Background: an optimization exercise with open tools, aiming at small area, a short achievable clock period and few clock cycles per item. Do not read the settings as production practice.
Function was checked by simulation only, so behaviour that the tests miss may differ from the original.
Power figures rest on the tool's default switching activity, not on a simulated workload.

Setup of run C:
Design sorted_list_engine_core, start of the top module:
module sorted_list_engine_core (
	input  logic               clk,
	input  logic               arst_n,
	input  logic               start,
	output logic               busy,
	input  logic [1:0]         req_type,
	input  logic signed [31:0] value,
	output logic               valid,
	output logic signed [31:0] item,
	output logic [4:0]         count,
	output logic [1:0]         status,
	output logic               last
);
clock: 6.0 ns
lec_check: 0
cap_margin: 20
core_margin: 2
core_utilization: 40
setup_slack_margin: 3.5
slew_margin: 20
run.sh (not shown) runs the stock make flow with config.mk's settings and CLKGATE_MAP_FILE= SYNTH_SCRIPT=/design/flow/synth_recipe.tcl, a recipe that flattens the netlist after the stock synthesis.
Testbench counts of run C, summed over its fixed seeds: cycles 7,103, requests 3,200.
Changes in run G relative to run C:
--- a/flow/design.v
+++ b/flow/design.v
@@ -83,34 +83,33 @@
 	logic [31:0] k1_q;
 	logic        ins2_q, del2_q, dump2_q;
 	logic        do_ins_q, do_rot_q;
 	logic        do_ins_d, do_rot_d;
 	logic        ins_h_q, del_h_q, rot_h_q;
 	logic [31:0] k2_q;
 	logic [N-1:0] cgt_q, ceq_q, chit_q;
 	logic         ckgt_q, ckeq_q;
 	logic [N-1:0] mv_en_q;
-	logic         mv_ins_q, mv_rm_q, mv_rot_q;
+	logic         mv_ins_q, mv_del_q, mv_rot_q;
 	logic [31:0] st [N];
 	logic [4:0]  cnt_q, cnt_d;
 	logic [N-1:0] hq_q, hq_d;
 	logic        dm_q, dm_d;
 	logic [3:0]  idx_q, idx_d;
 	logic        more_d;
 	logic        busy_q, busy_d;
 	logic        take;
 	logic        is_ins, is_del, is_dump;
 	logic        full, found;
 	logic        do_ins, do_del, do_rot;
 	logic [N-1:0] gt1, eq1;
 	logic         gtk1, eqk1;
-	logic [N-1:0] gt, eq, held, lastc, big, en;
-	logic         hit_any, hit_two;
+	logic [N-1:0] gt, eq, held, lastc, big, en, gone;
 	logic [31:0]  kbus, nkbus;
 	logic        res_v;
 	logic        res_zero;
 	logic [1:0]  res_status;
 	logic        res_last;
 	logic        valid_q;
 	logic [31:0] item_q;
 	logic [1:0]  status_q;
 	logic        last_q;
@@ -168,22 +167,21 @@
 			end else if (mv_rot_q && lastc[i]) begin
 				gt[i] = cgt_q[0];
 				eq[i] = ceq_q[0];
 			end else begin
 				gt[i] = gr;
 				eq[i] = er;
 			end
 		end
 		assign big[i] = ~held[i] | gt[i];
+		assign gone[i] = mv_del_q & mv_en_q[i] & ~from_left_en;
 	end
-	assign hit_any = |chit_q;
-	assign hit_two = |(chit_q[N-2:0] & chit_q[N-1:1]);
-	assign found   = ((mv_rm_q & ckeq_q) ? hit_two : hit_any) | (mv_ins_q & ckeq_q);
+	assign found = |(chit_q & ~gone) | (mv_ins_q & ckeq_q);
 	for (genvar i = 0; i < N; i++) begin : g_cell
 		logic        sl, sk, sr;
 		logic [31:0] lft, rgt, d;
 		logic        big_prev, held_next;
 		if (i == 0) begin : g_first
 			assign big_prev = 1'b0;
 			assign lft      = '0;
 		end else begin : g_inner
 			assign big_prev = big[i-1];
@@ -316,19 +314,19 @@
 		k1_q     <= value;
 		k2_q     <= k1_q;
 		cgt_q    <= gt1;
 		ceq_q    <= eq1;
 		chit_q   <= eq1 & hq_q;
 		ckgt_q   <= gtk1;
 		ckeq_q   <= eqk1;
 		mv_en_q  <= en;
 		mv_ins_q <= do_ins;
-		mv_rm_q  <= do_del & found;
+		mv_del_q <= do_del;
 		mv_rot_q <= do_rot;
 		item_q   <= kbus & {32{~res_zero}};
 		status_q <= res_status;
 		last_q   <= res_last;
 	end
 	assign valid  = valid_q;
 	assign item   = item_q;
 	assign count  = cnt_q;
 	assign status = status_q;
[summary]
Re area growth from synthesis to layout: run G is 2.1 points down on run C.
Diff run C -> run G: simple-gate share of the synthesized area down 0.19 points; setup fix buffers added after clock tree synthesis down 40; number of fill cells in the layout up 0.79%; final core utilization down 0.52 points.
Diff run G..run C | area of all sequential standard cells | negligible
Run G against run C; finished layout cell area is down by a few percent.
Going from run C to run G, sequential share of layout area saw an increase; clock period minus final worst setup slack up 150 ps; via total after detailed routing moved down; clock-buffer cell count has increased; die area lost 0.38%.
The mean area per synthesized cell number comes out lower for run G vs run C.
Testbench counts of run G, summed over its fixed seeds: cycles 7,103, requests 3,200.

* * *

The RTL this note starts from:
==> flow/design.v <==
package sle_pkg;
	localparam int CAPACITY = 16;
	localparam int VAL_W    = 32;
	localparam logic [1:0] REQ_INS  = 2'd0;
	localparam logic [1:0] REQ_DEL  = 2'd1;
	localparam logic [1:0] REQ_DUMP = 2'd2;
	localparam logic [1:0] ST_OK       = 2'd0;
	localparam logic [1:0] ST_FULL     = 2'd1;
	localparam logic [1:0] ST_NOTFOUND = 2'd2;
	localparam logic [1:0] ST_EMPTY    = 2'd3;
endpackage
module sle_cmp (
	input  logic [31:0] a,
	input  logic [31:0] b,
	output logic        gt,
	output logic        eq
);
	logic [31:0] x, y, g0, e0;
	assign x = {~a[31], a[30:0]};
	assign y = {~b[31], b[30:0]};
	assign g0 = x & ~y;
	assign e0 = ~(x ^ y);
	logic [7:0] gg, ge;
	for (genvar k = 0; k < 8; k++) begin : g_grp
		assign ge[k] = &e0[4*k+3:4*k];
		assign gg[k] = g0[4*k+3] | e0[4*k+3] & (g0[4*k+2] | e0[4*k+2] & (g0[4*k+1] | e0[4*k+1] & g0[4*k]));
	end
	logic [1:0] hg, he;
	for (genvar k = 0; k < 2; k++) begin : g_h
		assign he[k] = &ge[4*k+3:4*k];
		assign hg[k] = gg[4*k+3] | ge[4*k+3] & (gg[4*k+2] | ge[4*k+2] & (gg[4*k+1] | ge[4*k+1] & gg[4*k]));
	end
	assign gt = hg[1] | he[1] & hg[0];
	assign eq = he[1] & he[0];
endmodule
module sle_mux3 (
	input  logic [31:0] lft,
	input  logic [31:0] kin,
	input  logic [31:0] rgt,
	input  logic        sl,
	input  logic        sk,
	input  logic        sr,
	output logic [31:0] d
);
	assign d = ~((lft & {32{sl}}) | (kin & {32{sk}}) | (rgt & {32{sr}}));
endmodule
module sle_chain (
	input  logic do_ins,
	input  logic do_del,
	input  logic do_rot,
	input  logic found,
	input  logic big,
	input  logic big_prev,
	input  logic eq,
	input  logic held,
	input  logic held_next,
	output logic en,
	output logic sl,
	output logic sk,
	output logic sr
);
	assign en = (do_ins & big) | (do_del & found & (big | eq)) | (do_rot & held);
	assign sl = do_ins & big_prev;
	assign sk = (do_ins & ~big_prev) | (do_rot & ~held_next);
	assign sr = do_del | (do_rot & held_next);
endmodule
module sorted_list_engine_core (
	input  logic               clk,
	input  logic               arst_n,
	input  logic               start,
	output logic               busy,
	input  logic [1:0]         req_type,
	input  logic signed [31:0] value,
	output logic               valid,
	output logic signed [31:0] item,
	output logic [4:0]         count,
	output logic [1:0]         status,
	output logic               last
);
	localparam int N = sle_pkg::CAPACITY;
	logic        rv1_q;
	logic [1:0]  rt1_q;
	logic [31:0] k1_q;
	logic        rv2_q;
	logic [1:0]  rt2_q;
	logic [31:0] k2_q;
	logic [N-1:0] cgt_q, ceq_q, chit_q;
	logic         ckgt_q, ckeq_q;
	logic [N-1:0] mv_en_q;
	logic         mv_ins_q, mv_del_q, mv_rot_q;
	logic [31:0] st [N];
	logic [4:0]  cnt_q, cnt_d;
	logic [N-1:0] hq_q, hq_d;
	logic        dm_q, dm_d;
	logic [3:0]  idx_q, idx_d;
	logic        more_d;
	logic        busy_q, busy_d;
	logic        take;
	logic        is_ins, is_del, is_dump;
	logic        full, found;
	logic        do_ins, do_del, do_rot;
	logic [N-1:0] gt1, eq1;
	logic         gtk1, eqk1;
	logic [N-1:0] gt, eq, held, lastc, big, en, gone;
	logic [31:0]  kbus, nkbus, nk1;
	logic        res_v;
	logic [31:0] res_item;
	logic [1:0]  res_status;
	logic        res_last;
	logic        valid_q;
	logic [31:0] item_q;
	logic [4:0]  count_q;
	logic [1:0]  status_q;
	logic        last_q;
	assign is_ins  = rv2_q & (rt2_q == sle_pkg::REQ_INS);
	assign is_del  = rv2_q & (rt2_q == sle_pkg::REQ_DEL);
	assign is_dump = rv2_q & (rt2_q == sle_pkg::REQ_DUMP);
	assign full    = hq_q[N-1];
	assign do_ins  = is_ins & ~full;
	assign do_del  = is_del;
	assign do_rot  = dm_q | (is_dump & hq_q[0]);
	assign busy_d = (take & (req_type == sle_pkg::REQ_DUMP))
	              | (rv1_q & (rt1_q == sle_pkg::REQ_DUMP) & hq_d[2])
	              | more_d;
	assign busy = busy_q;
	assign take = start & ~busy_q;
	assign nk1 = ~k1_q;
	for (genvar i = 0; i < N; i++) begin : g_cmp
		if (i % 2 == 0) begin : g_even
			sle_cmp u_cmp (.a(st[i]), .b(k1_q), .gt(gt1[i]), .eq(eq1[i]));
		end else begin : g_odd
			sle_cmp u_cmp (.a(nk1), .b(st[i]), .gt(gt1[i]), .eq(eq1[i]));
		end
	end
	sle_cmp u_cmpk (.a(k2_q), .b(k1_q), .gt(gtk1), .eq(eqk1));
	for (genvar i = 0; i < N; i++) begin : g_fix
		logic from_left_en, gl, el, gr, er;
		if (i == 0) begin : g_first
			assign from_left_en = 1'b0;
			assign gl = 1'b0;
			assign el = 1'b0;
		end else begin : g_inner
			assign from_left_en = mv_en_q[i-1];
			assign gl = cgt_q[i-1];
			assign el = ceq_q[i-1];
		end
		if (i == N - 1) begin : g_last
			assign gr = cgt_q[i];
			assign er = ceq_q[i];
		end else begin : g_mid
			assign gr = cgt_q[i+1];
			assign er = ceq_q[i+1];
		end
		assign held[i]  = hq_q[i];
		assign lastc[i] = held[i] & ~((i == N - 1) ? 1'b0 : hq_q[i+1]);
		always_comb begin
			if (!mv_en_q[i]) begin
				gt[i] = cgt_q[i];
				eq[i] = ceq_q[i];
			end else if (mv_ins_q) begin
				gt[i] = from_left_en ? gl : ckgt_q;
				eq[i] = from_left_en ? el : ckeq_q;
			end else if (mv_rot_q && lastc[i]) begin
				gt[i] = cgt_q[0];
				eq[i] = ceq_q[0];
			end else begin
				gt[i] = gr;
				eq[i] = er;
			end
		end
		assign big[i] = ~held[i] | gt[i];
		assign gone[i] = mv_del_q & mv_en_q[i] & ~from_left_en;
	end
	assign found = |(chit_q & ~gone) | (mv_ins_q & ckeq_q);
	for (genvar i = 0; i < N; i++) begin : g_cell
		logic        sl, sk, sr;
		logic [31:0] lft, rgt, d;
		logic        big_prev, held_next;
		if (i == 0) begin : g_first
			assign big_prev = 1'b0;
			assign lft      = '0;
		end else begin : g_inner
			assign big_prev = big[i-1];
			assign lft      = st[i-1];
		end
		if (i == N - 1) begin : g_last
			assign held_next = 1'b0;
			assign rgt       = '0;
		end else begin : g_mid
			assign held_next = held[i+1];
			assign rgt       = st[i+1];
		end
		sle_chain u_sel (
			.do_ins   (do_ins),
			.do_del   (do_del),
			.do_rot   (do_rot),
			.found    (found),
			.big      (big[i]),
			.big_prev (big_prev),
			.eq       (eq[i]),
			.held     (held[i]),
			.held_next(held_next),
			.en       (en[i]),
			.sl       (sl),
			.sk       (sk),
			.sr       (sr)
		);
		sle_mux3 u_mux (
			.lft(lft),
			.kin((i % 2 == 0) ? nkbus : kbus),
			.rgt(rgt),
			.sl (sl),
			.sk (sk),
			.sr (sr),
			.d  (d)
		);
		always_ff @(posedge clk)
			if (en[i])
				st[i] <= d;
	end
	assign kbus  = do_rot ? st[0] : k2_q;
	assign nkbus = ~kbus;
	always_comb begin
		cnt_d      = cnt_q;
		hq_d       = hq_q;
		dm_d       = dm_q;
		idx_d      = idx_q;
		more_d     = 1'b0;
		res_v      = 1'b0;
		res_item   = k2_q;
		res_status = sle_pkg::ST_OK;
		res_last   = 1'b1;
		if (dm_q) begin
			res_v    = 1'b1;
			res_item = st[0];
			res_last = (5'(idx_q) + 5'd1) == cnt_q;
			if (res_last) begin
				dm_d  = 1'b0;
				idx_d = '0;
			end else begin
				idx_d  = idx_q + 4'd1;
				more_d = (5'(idx_q) + 5'd3) < cnt_q;
			end
		end else if (is_ins) begin
			res_v = 1'b1;
			if (full)
				res_status = sle_pkg::ST_FULL;
			else begin
				cnt_d = cnt_q + 5'd1;
				hq_d  = {hq_q[N-2:0], 1'b1};
			end
		end else if (is_del) begin
			res_v = 1'b1;
			if (found) begin
				cnt_d = cnt_q - 5'd1;
				hq_d  = {1'b0, hq_q[N-1:1]};
			end else
				res_status = sle_pkg::ST_NOTFOUND;
		end else if (is_dump) begin
			res_v = 1'b1;
			if (cnt_q == 5'd0) begin
				res_item   = '0;
				res_status = sle_pkg::ST_EMPTY;
			end else begin
				res_item = st[0];
				res_last = (cnt_q == 5'd1);
				if (cnt_q != 5'd1) begin
					dm_d   = 1'b1;
					idx_d  = 4'd1;
					more_d = (cnt_q > 5'd3);
				end
			end
		end
	end
	always_ff @(posedge clk or negedge arst_n) begin
		if (!arst_n) begin
			rv1_q   <= 1'b0;
			rv2_q   <= 1'b0;
			cnt_q   <= '0;
			hq_q    <= '0;
			dm_q    <= 1'b0;
			idx_q   <= '0;
			busy_q  <= 1'b0;
			valid_q <= 1'b0;
		end else begin
			rv1_q   <= take;
			rv2_q   <= rv1_q;
			cnt_q   <= cnt_d;
			hq_q    <= hq_d;
			dm_q    <= dm_d;
			idx_q   <= idx_d;
			busy_q  <= busy_d;
			valid_q <= res_v;
		end
	end
	always_ff @(posedge clk) begin
		rt1_q    <= req_type;
		k1_q     <= value;
		rt2_q    <= rt1_q;
		k2_q     <= k1_q;
		cgt_q    <= gt1;
		ceq_q    <= eq1;
		chit_q   <= eq1 & hq_q;
		ckgt_q   <= gtk1;
		ckeq_q   <= eqk1;
		mv_en_q  <= en;
		mv_ins_q <= do_ins;
		mv_del_q <= do_del;
		mv_rot_q <= do_rot;
		item_q   <= res_item;
		count_q  <= cnt_d;
		status_q <= res_status;
		last_q   <= res_last;
	end
	assign valid  = valid_q;
	assign item   = item_q;
	assign count  = count_q;
	assign status = status_q;
	assign last   = last_q;
endmodule
clock: 6.0 ns
lec_check: 0
cap_margin: 20
core_margin: 2
core_utilization: 40
setup_slack_margin: 3.5
slew_margin: 20
Testbench counts at the start, summed over its fixed seeds: cycles 7,103, requests 3,200.
Change:
--- a/flow/design.v
+++ b/flow/design.v
@@ -81,8 +81,9 @@
 	logic        rv1_q;
 	logic [1:0]  rt1_q;
 	logic [31:0] k1_q;
-	logic        rv2_q;
-	logic [1:0]  rt2_q;
+	logic        ins2_q, del2_q, dump2_q;
+	logic        do_ins_q, do_rot_q;
+	logic        do_ins_d, do_rot_d;
 	logic [31:0] k2_q;
 	logic [N-1:0] cgt_q, ceq_q, chit_q;
 	logic         ckgt_q, ckeq_q;
@@ -102,34 +103,36 @@
 	logic [N-1:0] gt1, eq1;
 	logic         gtk1, eqk1;
 	logic [N-1:0] gt, eq, held, lastc, big, en, gone;
-	logic [31:0]  kbus, nkbus, nk1;
+	logic [31:0]  kbus, nkbus;
 	logic        res_v;
 	logic [31:0] res_item;
 	logic [1:0]  res_status;
 	logic        res_last;
 	logic        valid_q;
 	logic [31:0] item_q;
-	logic [4:0]  count_q;
 	logic [1:0]  status_q;
 	logic        last_q;
-	assign is_ins  = rv2_q & (rt2_q == sle_pkg::REQ_INS);
-	assign is_del  = rv2_q & (rt2_q == sle_pkg::REQ_DEL);
-	assign is_dump = rv2_q & (rt2_q == sle_pkg::REQ_DUMP);
+	assign is_ins  = ins2_q;
+	assign is_del  = del2_q;
+	assign is_dump = dump2_q;
 	assign full    = hq_q[N-1];
-	assign do_ins  = is_ins & ~full;
+	assign do_ins  = do_ins_q;
 	assign do_del  = is_del;
-	assign do_rot  = dm_q | (is_dump & hq_q[0]);
+	assign do_rot  = do_rot_q;
+	assign do_ins_d = rv1_q & (rt1_q == sle_pkg::REQ_INS) & ~hq_d[N-1];
+	assign do_rot_d = dm_d | (rv1_q & (rt1_q == sle_pkg::REQ_DUMP) & hq_d[0]);
 	assign busy_d = (take & (req_type == sle_pkg::REQ_DUMP))
 	              | (rv1_q & (rt1_q == sle_pkg::REQ_DUMP) & hq_d[2])
 	              | more_d;
 	assign busy = busy_q;
 	assign take = start & ~busy_q;
-	assign nk1 = ~k1_q;
 	for (genvar i = 0; i < N; i++) begin : g_cmp
 		if (i % 2 == 0) begin : g_even
 			sle_cmp u_cmp (.a(st[i]), .b(k1_q), .gt(gt1[i]), .eq(eq1[i]));
 		end else begin : g_odd
-			sle_cmp u_cmp (.a(nk1), .b(st[i]), .gt(gt1[i]), .eq(eq1[i]));
+			logic kgt;
+			sle_cmp u_cmp (.a(k1_q), .b(~st[i]), .gt(kgt), .eq(eq1[i]));
+			assign gt1[i] = ~(kgt | eq1[i]);
 		end
 	end
 	sle_cmp u_cmpk (.a(k2_q), .b(k1_q), .gt(gtk1), .eq(eqk1));
@@ -275,7 +278,11 @@
 	always_ff @(posedge clk or negedge arst_n) begin
 		if (!arst_n) begin
 			rv1_q   <= 1'b0;
-			rv2_q   <= 1'b0;
+			ins2_q  <= 1'b0;
+			del2_q  <= 1'b0;
+			dump2_q <= 1'b0;
+			do_ins_q <= 1'b0;
+			do_rot_q <= 1'b0;
 			cnt_q   <= '0;
 			hq_q    <= '0;
 			dm_q    <= 1'b0;
@@ -284,7 +291,11 @@
 			valid_q <= 1'b0;
 		end else begin
 			rv1_q   <= take;
-			rv2_q   <= rv1_q;
+			ins2_q  <= rv1_q & (rt1_q == sle_pkg::REQ_INS);
+			del2_q  <= rv1_q & (rt1_q == sle_pkg::REQ_DEL);
+			dump2_q <= rv1_q & (rt1_q == sle_pkg::REQ_DUMP);
+			do_ins_q <= do_ins_d;
+			do_rot_q <= do_rot_d;
 			cnt_q   <= cnt_d;
 			hq_q    <= hq_d;
 			dm_q    <= dm_d;
@@ -296,7 +307,6 @@
 	always_ff @(posedge clk) begin
 		rt1_q    <= req_type;
 		k1_q     <= value;
-		rt2_q    <= rt1_q;
 		k2_q     <= k1_q;
 		cgt_q    <= gt1;
 		ceq_q    <= eq1;
@@ -308,13 +318,12 @@
 		mv_del_q <= do_del;
 		mv_rot_q <= do_rot;
 		item_q   <= res_item;
-		count_q  <= cnt_d;
 		status_q <= res_status;
 		last_q   <= res_last;
 	end
 	assign valid  = valid_q;
 	assign item   = item_q;
-	assign count  = count_q;
+	assign count  = cnt_q;
 	assign status = status_q;
 	assign last   = last_q;
 endmodule
Effect: The changed run finished clean. Non-clock buffer count increases by 116. Core utilization increases by 1.1 points. Global-route usage increases by 7.8 points. Final area stays flat. Via count increases by 5.9%. Worst setup slack gets better by 95 ps. Die area decreases by 2.5%. Power increases by 0.88%. Routed wire length increases by 29%. Clock power increases by 10%. Area after synthesis decreases by 2.5%. Fmax increases by 3.5%. Clock skew hardly moves. Synthesized cell count decreases by 9.1%.
Testbench counts after the change, summed over its fixed seeds: cycles 7,103, requests 3,200.

port drivers added, routing unchanged:
Ports are ideal in the flow. The routed layouts listed here were re-timed in OpenROAD. Step 1 assumes that a clkbuf_16 drives the clock port and a buf_2 every other input. Step 2 times the ports against the registers' clock, not the clock port: input delays grow and output delays shrink by t, the midpoint of the rising clock arrivals with the driver on. a / b / c = ideal ports / drivers / drivers and shift; a / b = the first two.
run	t, ns	slack for setup (ns)	worst register clock-pin slew, ns
run C	0.760	3.298 / 3.298 / 3.298	0.07 / 0.07
run G	0.729	3.150 / 3.150 / 3.150	0.07 / 0.07
the first run of note 2	0.713	3.235 / 3.235 / 3.235	0.07 / 0.07
the second run of note 2	0.740	3.330 / 3.330 / 3.274	0.07 / 0.07
After both steps setup and hold are still met in every run listed. For the second run of note 2, which loses most, drivers alone change the setup slack by 0.000 ns; drivers and shift together by -0.056 ns.
